From an optimization exercise on the open Yosys and OpenROAD flow, aimed at small area, a short achievable clock period and few clock cycles per item; shortcuts taken in it are not production practice. Function was checked by simulation only, so behaviour that the tests miss may differ from the original.

// piccolo128_dec
module piccolo128_dec
(
  input  logic         clk,
  input  logic         reset,
  input  logic         start,
  input  logic [127:0] keyin,
  input  logic [63:0]  ciphertext,
  output logic         busy,
  output logic         done,
  output logic [63:0]  plaintext
);
For scale: ~200 flip-flops, ~260 I/O pins, roughly 11000 um^2 of cells after synthesis.
clock: 6.0 ns
lec_check: 0
cap_margin: 20
core_margin: 2
core_utilization: 40
setup_slack_margin: 3.25
slew_margin: 20
standard.sh (not shown) runs the stock make flow with config.mk's settings and CLKGATE_MAP_FILE= SYNTH_SCRIPT=/design/flow/synth_recipe.tcl, a recipe that flattens the netlist after the stock synthesis.
==> flow/flow/run.sh <==
#!/bin/bash
# Standard ORFS layout, except that the port buffers are the smallest
# buffer cell instead of the delay buffer buffer_ports picks on its own.
set -euo pipefail
export BUFFER_PORTS_ARGS="-buffer_cell sky130_fd_sc_hd__buf_1"
bash standard.sh > standard_flow.log 2>&1
The starting point completed without violations.
Testbench counts at the start, summed over its fixed seeds: cycles 8,440, blocks 256.
==> next run, changes <==
--- a/flow/config.mk
+++ b/flow/config.mk
@@ -7,2 +7,3 @@
 export LEC_CHECK = 0
+export ABC_AREA = 1
 export CAP_MARGIN = 20
@@ -10,3 +11,3 @@
 export CORE_UTILIZATION = 40
-export SETUP_SLACK_MARGIN = 3.25
+export SETUP_SLACK_MARGIN = 3.8
 export SLEW_MARGIN = 20
After rerunning:
- The changed run went through all stages and came out clean
- worst setup slack improves by 0.22 ns
- register-to-register slack gains 0.22 ns
- area after synthesis rose by 5.7%
- die area rose by 5.6%
- sequential share of layout area went down by 5.9 points
- wire length rose by 39%
- worst hold slack gets better by 0.0048 ns
- via count increases by 43%
- flip-flop and latch count does not change
- non-clock buffer count came out higher by 81
- final cell count climbs by 37%
==> next run, changes <==
--- a/flow/config.mk
+++ b/flow/config.mk
@@ -7,3 +7,2 @@
 export LEC_CHECK = 0
-export ABC_AREA = 1
 export CAP_MARGIN = 20
@@ -11,3 +10,5 @@
 export CORE_UTILIZATION = 40
-export SETUP_SLACK_MARGIN = 3.8
+export CTS_BUF_LIST = sky130_fd_sc_hd__clkbuf_8
+export SETUP_SLACK_MARGIN = 3.25
 export SLEW_MARGIN = 20
+export TNS_END_PERCENT = 0
=> Cell count is lower by 29%. Maximum frequency is lower by 14%. Wire length is lower by about 30%.
==> next run, changes <==
--- a/flow/config.mk
+++ b/flow/config.mk
@@ -7,2 +7,3 @@
 export LEC_CHECK = 0
+export ABC_AREA = 1
 export CAP_MARGIN = 20
@@ -10,5 +11,3 @@
 export CORE_UTILIZATION = 40
-export CTS_BUF_LIST = sky130_fd_sc_hd__clkbuf_8
-export SETUP_SLACK_MARGIN = 3.25
+export SETUP_SLACK_MARGIN = 3.0
 export SLEW_MARGIN = 20
-export TNS_END_PERCENT = 0
The changed run produced a clean layout; design area rises by a few percent; wire length rises by a quarter to a third; utilization falls by 0.90 points.

Another version of the RTL of piccolo128_dec (not shown whole).
Size: roughly 940 cells after synthesis, ~200 flip-flops, roughly 260 I/O pins.
export LEC_CHECK = 0
export CAP_MARGIN = 20
export CORE_MARGIN = 2
export CORE_UTILIZATION = 40
export SETUP_SLACK_MARGIN = 3.1
export SLEW_MARGIN = 20
create_clock -name core_clock -period 6.0 [get_ports {clk}]
Scripts as last shown in full above: flow/flow/run.sh
Testbench counts at the start, summed over its fixed seeds: cycles 8,440, blocks 256.
Next try:
CORE_UTILIZATION = 50   (was 40)
Wire length drops by 6.6%; count of clock-buffer cells in the layout climbs by 1; non-clock buffer count rises by 10.
Next try:
CORE_UTILIZATION = 40   (was 50)
SETUP_SLACK_MARGIN = 3.0   (was 3.1)
The changed run passed the timing, DRC and antenna checks.
Global-route usage shrinks by 4.1 points.
Cell count came out higher by a few percent.
Die area goes up by a quarter to a third.
Worst setup slack degrades by 0.030 ns.
Sequential share of layout area hardly moves.
Next try:
SETUP_SLACK_MARGIN = 3.15   (was 3.0)
=>
- register-to-register slack improved by 0.05 ns
- via count climbs slightly
- global-route usage climbs by 0.55 points
- hold slack is about the same
- critical path depth climbs by 4
Next try:
CTS_BUF_LIST = sky130_fd_sc_hd__clkbuf_8   (was not set)
SETUP_SLACK_MARGIN = 3.25   (was 3.15)
Effect: Die area stays the same; routed wire length fell by 1.2%; setup slack improved by 0.075 ns; via count rose by 1.6%; global-route usage fell by 0.44 points.

-- re-timing with driven ports --
In the flow no input, the clock included, has a driving cell. The finished layouts below were timed again as built, in two steps.
Step 1, drivers: a clkbuf_16 drives clk and a buf_2 each remaining input, both assumed.
Step 2 times the ports against the registers' clock, not the clock port: input delays grow and output delays shrink by t, the midpoint of the rising clock arrivals with the driver on.
a / b / c = no drivers / after step 1 / after step 2; a / b = the first two.
| run | t, ns | setup slack, ns | worst setup path at the end |
|---|---|---|---|
| the first run of note 1 | 0.486 | 3.328 / 3.328 / 3.328 | register to register |
| the second run of note 1 | 0.494 | 3.549 / 3.549 / 3.549 | register to register |
| the third run of note 1 | 0.525 | 3.160 / 3.160 / 3.160 | register to register |
| the fourth run of note 1 | 0.499 | 3.101 / 3.101 / 3.101 | register to register |
| the first run of note 2 | 0.492 | 3.190 / 3.190 / 3.190 | register to register |
| the second run of note 2 | 0.478 | 3.150 / 3.150 / 3.150 | register to register |
| the third run of note 2 | 0.498 | 3.121 / 3.121 / 3.121 | register to register |
| the fourth run of note 2 | 0.491 | 3.175 / 3.175 / 3.175 | register to register |
| the fifth run of note 2 | 0.518 | 3.250 / 3.250 / 3.250 | register to register |
After both steps every run listed still meets setup and hold.
